What follows belongs to an exercise in optimizing a design on an open flow for small area; a production flow would make more cautious choices.
The RTL was checked by simulation tests, not by an equivalence proof against the original design.
Power is estimated from default activity; no workload was simulated.

$ cat design/flow/run.sh
#!/bin/bash
# synth_recipe.tcl (not shown) runs the flow's synth.tcl, then flattens the netlist and writes it again
# the make line also repeats each setting of config.mk as NAME=value (left out here)
make -C /OpenROAD-flow-scripts/flow DESIGN_CONFIG=/design/flow/config.mk WORK_HOME=/design/flow/orfs CLKGATE_MAP_FILE= SYNTH_SCRIPT=/design/flow/synth_recipe.tcl finish
$ cat design/flow/config.mk
export PLATFORM = sky130hd
export DESIGN_NAME = mips_register_file
export DESIGN_NICKNAME = mips_register_file
export VERILOG_FILES = /design/flow/design.v
export SDC_FILE = /design/flow/constraint.sdc
export NUM_CORES = 4
export LEC_CHECK = 0
export CAP_MARGIN = 20
export CORE_MARGIN = 2
export CORE_UTILIZATION = 40
export SLEW_MARGIN = 20
$ cat design/flow/constraint.sdc
create_clock -name core_clock -period 10.0 [get_ports {clk}]
set_input_delay 2.0000 -clock core_clock [delete_from_list [all_inputs] [get_ports {clk}]]
set_output_delay 2.0000 -clock core_clock [all_outputs]
set_load 0.01 [all_outputs]
$ cat design/flow/design.v
module mips_register_file #(
  parameter int DATA_WIDTH = 32,
  parameter int ADDR_WIDTH = 5
) (
  input  logic                  clk,
  input  logic                  rst,
  input  logic [ADDR_WIDTH-1:0] r_a1,
  input  logic [ADDR_WIDTH-1:0] r_a2,
  input  logic [ADDR_WIDTH-1:0] w_a3,
  input  logic [DATA_WIDTH-1:0] w_d,
  input  logic                  w_e3,
  output logic [DATA_WIDTH-1:0] r_d1,
  output logic [DATA_WIDTH-1:0] r_d2
);
  localparam int DEPTH = 2 ** ADDR_WIDTH;
  logic [DATA_WIDTH-1:0] regs_q [DEPTH];
  logic [DATA_WIDTH-1:0] regs_d [DEPTH];
  logic                  wr_en;
  assign wr_en = w_e3 && (w_a3 != '0);
  always_comb begin
    for (int i = 0; i < DEPTH; i++) begin
      regs_d[i] = regs_q[i];
    end
    if (wr_en) begin
      regs_d[w_a3] = w_d;
    end
  end
  always_ff @(posedge clk or posedge rst) begin
    if (rst) begin
      for (int i = 0; i < DEPTH; i++) begin
        regs_q[i] <= '0;
      end
    end else begin
      for (int i = 0; i < DEPTH; i++) begin
        regs_q[i] <= regs_d[i];
      end
    end
  end
  always_comb begin
    r_d1 = regs_q[r_a1];
    if (r_a1 == '0) begin
      r_d1 = '0;
    end
  end
  always_comb begin
    r_d2 = regs_q[r_a2];
    if (r_a2 == '0) begin
      r_d2 = '0;
    end
  end
endmodule
==> results.sh, run 1 <==
export IMPL_status="finished clean"
export IMPL_cts_htree_levels=3
export IMPL_drc=0
export IMPL_synth_ff_type="dfrtp_1"
export IMPL_cts_sinks=992
export IMPL_synth_seq_cells=992
export IMPL_grt_overflow_total=0
export IMPL_cellPowerDensity_mw_per_mm2=206
export IMPL_cts_hold_buffers=0
export IMPL_yosysTopAreaCell="dfrtp_1"
export IMPL_netlist_area_leader_share_pct=50.1
export IMPL_arrival_ps=6520
export IMPL_postCtsResizedCells=0
export IMPL_synthArstFlopShare_pct=100
export IMPL_grt_max_degree=160
export IMPL_top_register="regs_q"
export IMPL_die_w_um=356
export IMPL_clock_path_buffers=3
export IMPL_cap_violations=0
export IMPL_stdcell_count=5933
export IMPL_p_leak_nw=24.4
export IMPL_largest_register_ffs=992
export IMPL_cts_root_buf="clkbuf_16"
export IMPL_slew_headroom_pct=10.9
export IMPL_finalSetupViolCount=0
export IMPL_vias=44100
export IMPL_dieArea_mm2=0.127
export IMPL_drt_iter0_drc=9533
export IMPL_first_pass_iters=13
export IMPL_drive_above_1_share_pct=32.7
export IMPL_rows=129
export IMPL_synth_area_leaders="dfrtp_1, mux2_2, a22oi_1, buf_2, a21oi_1"
export IMPL_fin_crit_sh_pct=85.2
export IMPL_cts_setup_buffers=0
export IMPL_design_area_mm2=0.0567
export IMPL_cts_clk_slew_worst_paths_ps=60
export IMPL_netlist_area_mm2=0.0496
export IMPL_crit_path_max_fanout=17
export IMPL_worstMarginPinSlew_ps=1330
export IMPL_ir_worst_vdd_v=0.000150
export IMPL_synth_distinct_cells=67
export IMPL_cp_end_kind="output pin"
export IMPL_cts_tree="built"
export IMPL_die_h_um=356
export IMPL_place_inst=5713
export IMPL_drv_slew=0
export IMPL_port_buffers=113
export IMPL_postSynthCellCount=4230
export IMPL_seq_area_frac_synth_pct=50.1
export IMPL_cp_data_required_time_ps=8000
export IMPL_areaGrowthSynthToFinish_pct=14.4
export IMPL_startpoint_type="input pin"
export IMPL_hold_class="flip-flop to flip-flop"
export IMPL_design_core_area_mm2=0.123
export IMPL_grt_usage_pct=38.3
export IMPL_place_area_mm2=0.0528
export IMPL_finalClockSkew_ps=0
export IMPL_synth_edff_count=0
export IMPL_clkLatencyLatePin_ps=750
export IMPL_ios=114
export IMPL_dpl_hpwl_um=141000
export IMPL_crit_type="input pin to output pin"
export IMPL_grt_pass1_vias=41600
export IMPL_grt_pass1_wl_um=339000
export IMPL_fin_nets=4238
export IMPL_top_regs="regs_q (992)"
export IMPL_max_freq_ghz=0.117
export IMPL_wl_um=249000
export IMPL_finalCriticalPeriod_ps=8520
export IMPL_hold_viol=0
export IMPL_yosys_warnings=3
export IMPL_initial_core_util_pct=40.2
export IMPL_antenna_left=0
export IMPL_grt_setup_unrepaired="false"
export IMPL_place_congestion=1.00
export IMPL_avgSynthCellArea_um2=11.7
export IMPL_wl_per_cell_um=41.9
export IMPL_antenna_found_initial=18
export IMPL_numCtsBuffers=108
export IMPL_via_per_inst=7.44
export IMPL_tns_ps=0
export IMPL_synth_fp_nets=4280
Yosys cell counts, types with 3 or more instances:
cell,instances
a31oi_1,18
mux2i_1,6
nor2_1,125
nand2_1,218
nor4_1,23
nand3_1,59
buf_1,15
a222oi_1,36
and4_1,6
a221oi_1,8
or3_1,5
a2111oi_0,8
nand4b_1,6
nor3_1,60
or3b_1,4
o21ai_0,22
buf_2,224
a32oi_1,9
mux2_2,927
dfrtp_1,992
nand2b_1,13
buf_4,19
inv_1,5
and3_1,8
nand4_1,102
nand3b_1,6
a22oi_1,811
a22o_1,16
mux2_1,66
a211oi_1,4
a21oi_1,170
nor2b_1,15
nor4b_1,3
nor2_2,12
clkbuf_1,165
cell type report:
cell class	instances	area [um^2]
Fill cell	11200	66600
Sequential cell	992	24800
Inverter	5	22.5
Timing Repair Buffer	273	2580
Tap cell	1637	2050
Clock buffer	145	3120
Clock inverter	58	746
Antenna cell	15	37.5
Multi-Input combinational cell	2808	23300
layout by cell type, fill, tap and decap left out, types with 55 or more instances in the layout:
| master | instances |
|---|---|
| dfrtp_1 | 992 |
| nor3_1 | 57 |
| nand3_1 | 55 |
| nor2_1 | 70 |
| mux2_2 | 927 |
| buf_4 | 139 |
| nor2_4 | 69 |
| nand2_1 | 205 |
| clkdlybuf4s50_1 | 102 |
| clkbuf_16 | 111 |
| a22oi_1 | 811 |
| nand4_1 | 102 |
| a21oi_1 | 170 |
| mux2_1 | 66 |
through the flow:
step	power, mW	hold WS (ps)	setup slack, ps	utilization (%)
2_1_floorplan	6.40	479	-5670	-
3_3_place_gp	7.16	504	1850	42.8
3_5_place_dp	7.20	509	1860	42.8
4_1_cts	11.6	523	1850	45.9
5_1_grt	11.9	534	1660	46.0
6_report	11.7	527	1480	46.0
where the power goes:
group          internal (mW)  total, mW  switching, mW
clock network           2.60       4.40           1.81
logic                  0.825       1.62          0.793
registers               4.80       5.63          0.832
total                   8.22       11.7           3.43
metal layers:
metal	track usage (%)	share of wire, %
met5	0.302	0.055
met4	23.8	8.4
met3	17.1	16
met2	51.7	39
met1	49.5	36
worst max-delay path, stage by stage:
cell and delay [ps]:
clkdlybuf4s50_1 740, buf_4 370, or3b_4 480, nor2_4 940, buf_4 480, a2111oi_0 210, a31oi_1 600, clkdlybuf4s50_1 680
cells by family after synthesis:
family,after synthesis,synth area share [%]
AOI/OAI and AO/OA,1120,16.3
buffers and inverters,430,4.00
DFF,992,50.1
muxes,1000,22.7
and+or+nand+nor,688,6.93
final timing paths:
| path | startpoint | to | slack, ps | cells after the start |
|---|---|---|---|---|
| min | regs_q[20][15] | regs_q[20][15] | 530 | 1 |
| max reg2reg | regs_q[24][22] | regs_q[24][22] | 9050 | 1 |
| min in group asynchronous | rst | regs_q[1][2] | 1880 | 3 |
| max in group asynchronous | rst | regs_q[11][5] | 6580 | 4 |
| max | r_a1[2] | r_d1[31] | 1480 | 8 |
| min reg2reg | regs_q[20][15] | regs_q[20][15] | 530 | 1 |
==> run 2, diff against run 1 <==
==> design/flow/design.v (replaced) <==
module mips_rf_hold (
  input  logic ld,
  input  logic hold,
  input  logic d,
  input  logic q,
  output logic y
);
  assign y = (ld & d) | (hold & q);
endmodule
module mips_rf_aoi3 (
  input  logic [2:0] s,
  input  logic [2:0] d,
  output logic       y_n
);
  assign y_n = ~(|(s & d));
endmodule
module mips_rf_rdbit (
  input  logic [31:1] s,
  input  logic [31:1] d,
  output logic        y
);
  logic [10:0] t_n;
  for (genvar g = 0; g < 10; g++) begin : g_aoi
    mips_rf_aoi3 u_aoi (.s(s[3*g+3:3*g+1]), .d(d[3*g+3:3*g+1]), .y_n(t_n[g]));
  end
  assign t_n[10] = ~(s[31] & d[31]);
  assign y = ~(&t_n);
endmodule
module mips_register_file #(
  parameter int DATA_WIDTH = 32,
  parameter int ADDR_WIDTH = 5
) (
  input  logic                  clk,
  input  logic                  rst,
  input  logic [ADDR_WIDTH-1:0] r_a1,
  input  logic [ADDR_WIDTH-1:0] r_a2,
  input  logic [ADDR_WIDTH-1:0] w_a3,
  input  logic [DATA_WIDTH-1:0] w_d,
  input  logic                  w_e3,
  output logic [DATA_WIDTH-1:0] r_d1,
  output logic [DATA_WIDTH-1:0] r_d2
);
  localparam int DEPTH = 2 ** ADDR_WIDTH;
  logic [DATA_WIDTH-1:0] data_q [1:DEPTH-1];
  logic [DATA_WIDTH-1:0] data_d [1:DEPTH-1];
  logic [DEPTH-1:1]      valid_q;
  logic [DEPTH-1:1]      we;
  logic [DEPTH-1:1]      sel1, sel2;
  always_comb begin
    for (int i = 1; i < DEPTH; i++) begin
      we[i] = w_e3 && (w_a3 == i[ADDR_WIDTH-1:0]);
    end
  end
  always_ff @(posedge clk or posedge rst) begin
    if (rst) begin
      valid_q <= '0;
    end else begin
      valid_q <= valid_q | we;
    end
  end
  for (genvar i = 1; i < DEPTH; i++) begin : g_row
    for (genvar b = 0; b < DATA_WIDTH; b++) begin : g_bit
      mips_rf_hold u_hold (
        .ld(we[i]), .hold(~we[i]), .d(w_d[b]), .q(data_q[i][b]), .y(data_d[i][b])
      );
    end
    always_ff @(posedge clk) begin
      data_q[i] <= data_d[i];
    end
  end
  always_comb begin
    for (int i = 1; i < DEPTH; i++) begin
      sel1[i] = valid_q[i] && (r_a1 == i[ADDR_WIDTH-1:0]);
      sel2[i] = valid_q[i] && (r_a2 == i[ADDR_WIDTH-1:0]);
    end
  end
  for (genvar b = 0; b < DATA_WIDTH; b++) begin : g_rd
    logic [DEPTH-1:1] col;
    for (genvar i = 1; i < DEPTH; i++) begin : g_col
      assign col[i] = data_q[i][b];
    end
    mips_rf_rdbit u_rd1 (.s(sel1), .d(col), .y(r_d1[b]));
    mips_rf_rdbit u_rd2 (.s(sel2), .d(col), .y(r_d2[b]));
  end
endmodule
--- a/design/flow/config.mk
+++ b/design/flow/config.mk
@@ -9,3 +9,4 @@
 export CORE_MARGIN = 2
 export CORE_UTILIZATION = 40
 export SLEW_MARGIN = 20
+export SYNTH_HIERARCHICAL = 1
==> run 2 against run 1 <==
Against the previous run:
- die area down 21%
- routed wire length down 20%
- global-route usage down 0.30 points
- sequential power down 1%
- power down 5.4%
- non-clock buffer count down 23
- synthesized cell count down 26%
- clock skew unchanged
- register-to-register slack better by 200 ps
- count of clock-buffer cells in the layout up 7
- combinational power down 18%
- sequential share of layout area up 0.61 points
- critical path type unchanged
- largest power group unchanged
==> results.sh, run 2 <==
export IMPL_wl_per_cell_um=41.1
export IMPL_fin_crit_sh_pct=81.9
export IMPL_design_area_mm2=0.0465
export IMPL_antenna_found_initial=14
export IMPL_finalSetupViolCount=0
export IMPL_vias=40100
export IMPL_rows=114
export IMPL_drv_slew=0
export IMPL_seq_area_frac_synth_pct=53.1
export IMPL_drt_iter0_drc=10000
export IMPL_ir_worst_vdd_v=0.000147
export IMPL_wl_um=199000
export IMPL_grt_pass1_wl_um=276000
export IMPL_yosys_warnings=10
export IMPL_routed_wl_met2_um=82400
export IMPL_synth_fp_nets=3196
export IMPL_design_core_area_mm2=0.0966
export IMPL_max_freq_ghz=0.122
export IMPL_netlist_area_leader_share_pct=51.1
export IMPL_final_cell_mix="a22o_1, dfxtp_1, a222oi_1, buf_4, nand4_1"
export IMPL_port_buffers=113
export IMPL_synth_seq_cells=1023
export IMPL_dieArea_mm2=0.0997
export IMPL_synthArstFlopShare_pct=3.03
export IMPL_die_h_um=316
export IMPL_fin_nets=3527
export IMPL_wl_met3_um=33800
export IMPL_crit_path_max_fanout=19
export IMPL_grt_setup_unrepaired="false"
export IMPL_netlist_area_mm2=0.0389
export IMPL_first_pass_iters=13
export IMPL_dpl_hpwl_um=109000
export IMPL_drive_above_1_share_pct=10.8
export IMPL_avgSynthCellArea_um2=12.4
export IMPL_antenna_left=0
export IMPL_cp_data_required_time_ps=8000
export IMPL_place_congestion=0.918
export IMPL_highest_layer="met5"
export IMPL_place_area_mm2=0.0428
export IMPL_cap_violations=0
export IMPL_ios=114
export IMPL_clock_path_buffers=3
export IMPL_cp_end_kind="output pin"
export IMPL_crit_type="input pin to output pin"
export IMPL_slew_headroom_pct=12.2
export IMPL_tns_ps=0
export IMPL_fin_hold_ws_ps=480
export IMPL_initial_core_util_pct=40.3
export IMPL_p_total_mw=11.0
export IMPL_hold_viol=0
export IMPL_place_inst=4644
export IMPL_synth_distinct_cells=34
export IMPL_status="finished clean"
export IMPL_finalCriticalPeriod_ps=8190
export IMPL_die_w_um=316
export IMPL_cts_setup_buffers=0
export IMPL_cts_hold_buffers=0
export IMPL_grt_overflow_total=0
export IMPL_top_register="data_q"
export IMPL_layout_setup_ws_ps=1810
export IMPL_cts_htree_levels=3
export IMPL_p_leak_nw=19.1
export IMPL_largest_register_ffs=992
export IMPL_postCtsResizedCells=0
export IMPL_numCtsBuffers=103
export IMPL_grt_pass1_vias=38800
export IMPL_areaGrowthSynthToFinish_pct=19.5
export IMPL_hold_class="flip-flop to flip-flop"
export IMPL_cts_root_buf="clkbuf_16"
export IMPL_yosysTopAreaCell="dfxtp_1"
export IMPL_cts_tree="built"
export IMPL_synth_area_leaders="dfxtp_1, a22o_1, a222oi_1, nand4_1, dfrtp_1"
export IMPL_synth_ff_type="dfxtp_1"
export IMPL_finalClockSkew_ps=0
export IMPL_wl_met1_um=68700
export IMPL_dpl_worst_slack_ps=2140
export IMPL_postSynthCellCount=3146
export IMPL_cellPowerDensity_mw_per_mm2=237
export IMPL_yosys_top_cells_count="a22o_1, dfxtp_1, a222oi_1"
export IMPL_stdcell_count=4842
export IMPL_drc=0
export IMPL_via_per_inst=8.28
export IMPL_cts_sinks=1023
export IMPL_grt_max_degree=33
export IMPL_grt_usage_pct=38.0
export IMPL_fin_util_pct=48.1
export IMPL_top_regs="data_q (992), valid_q (31)"
export IMPL_synth_edff_count=0
export IMPL_startpoint_type="input pin"
export IMPL_worstMarginPinSlew_ps=1320
export IMPL_arrival_ps=6190
export IMPL_clkLatencyLatePin_ps=700
export IMPL_cts_clk_slew_worst_paths_ps=60
==> run 2: final timing paths <==
check / start / endpoint / slack, ps / cells past startpoint
setup / recovery: r_a1[1] / r_d1[19] / 1810 / 8
hold / removal: valid_q[30] / valid_q[30] / 480 / 1
setup reg to reg: valid_q[13] / valid_q[13] / 9250 / 1
hold reg to reg: valid_q[30] / valid_q[30] / 480 / 1
max in group asynchronous: rst / valid_q[4] / 7830 / 2
min in group asynchronous: rst / valid_q[10] / 1740 / 2
==> run 2: cells by family after synthesis <==
group | Yosys count | share of synthesized area [%]
buf+inv | 25 | 0.322
flops | 1023 | 53.1
compound gates | 1727 | 41.3
simple gates | 371 | 5.36
==> run 2: metal layers <==
layer | track usage [%] | vias up
met5 | 0.189 | -
met4 | 23.6 | 16
li1 | - | 15400
met1 | 45.7 | 19700
met2 | 55.3 | 3929
met3 | 16.7 | 1032
==> run 2: per-module statistics from Yosys, one instance, submodules excluded <==
module	cells inside	cell area [um^2]
mips_rf_aoi3	1	10.0
mips_register_file	1258	22000
mips_rf_rdbit	4	27.5
mips_rf_hold	1	8.76
==> run 2: critical path, cell delays in order <==
cell and delay, ps:
clkdlybuf4s50_1 770, nor3b_1 590, and3_1 1000, buf_4 500, a222oi_1 180, nand4_1 250
a2111o_1 280, clkdlybuf4s50_1 600
==> run 2: area by class of cell <==
cell class                      count  area (um^2)
Antenna cell                        6         15.0
Clock buffer                      152         3200
Clock inverter                     36          404
Fill cell                        8491        50100
Inverter                            1         3.75
Multi-Input combinational cell   2098        18400
Sequential cell                  1023        20600
Tap cell                         1276         1600
Timing Repair Buffer              250         2210
==> run 2: power breakdown <==
| part | internal (mW) | switching (mW) |
|---|---|---|
| clock | 2.42 | 1.71 |
| combinational | 0.716 | 0.613 |
| sequential | 4.90 | 0.674 |

separate check: timing with driven ports:
The results above use ideal ports. As a check the final layouts listed here were re-extracted and re-timed, cells and wires unchanged. Step 1 sets driving cells, clkbuf_16 on the clock port and buf_2 on the other inputs (assumed; they add their load-dependent delay and slew). Step 2 adds t to the input delays and takes it off the output delays; t is the mean of the earliest and latest rising clock arrival at the registers after step 1. Input paths then give back, and output paths get back, about the clock's delay inside the block. Three values: no drivers, after step 1, after step 2; two values: the first two.
| run | shift t [ns] | slack for setup (ns) | worst register clock-pin slew, ns | worst slew at a driven data input, ns |
|---|---|---|---|---|
| run 1 | 0.810 | 1.476 / 1.447 / 1.447 | 0.07 / 0.07 | 0.18 |
| run 2 | 0.768 | 1.813 / 1.625 / 1.625 | 0.07 / 0.07 | 0.20 |
After both steps every run listed still meets setup and hold. The setup slack of run 2, which loses most, moves by -0.188 ns with the drivers and by -0.188 ns with both steps.
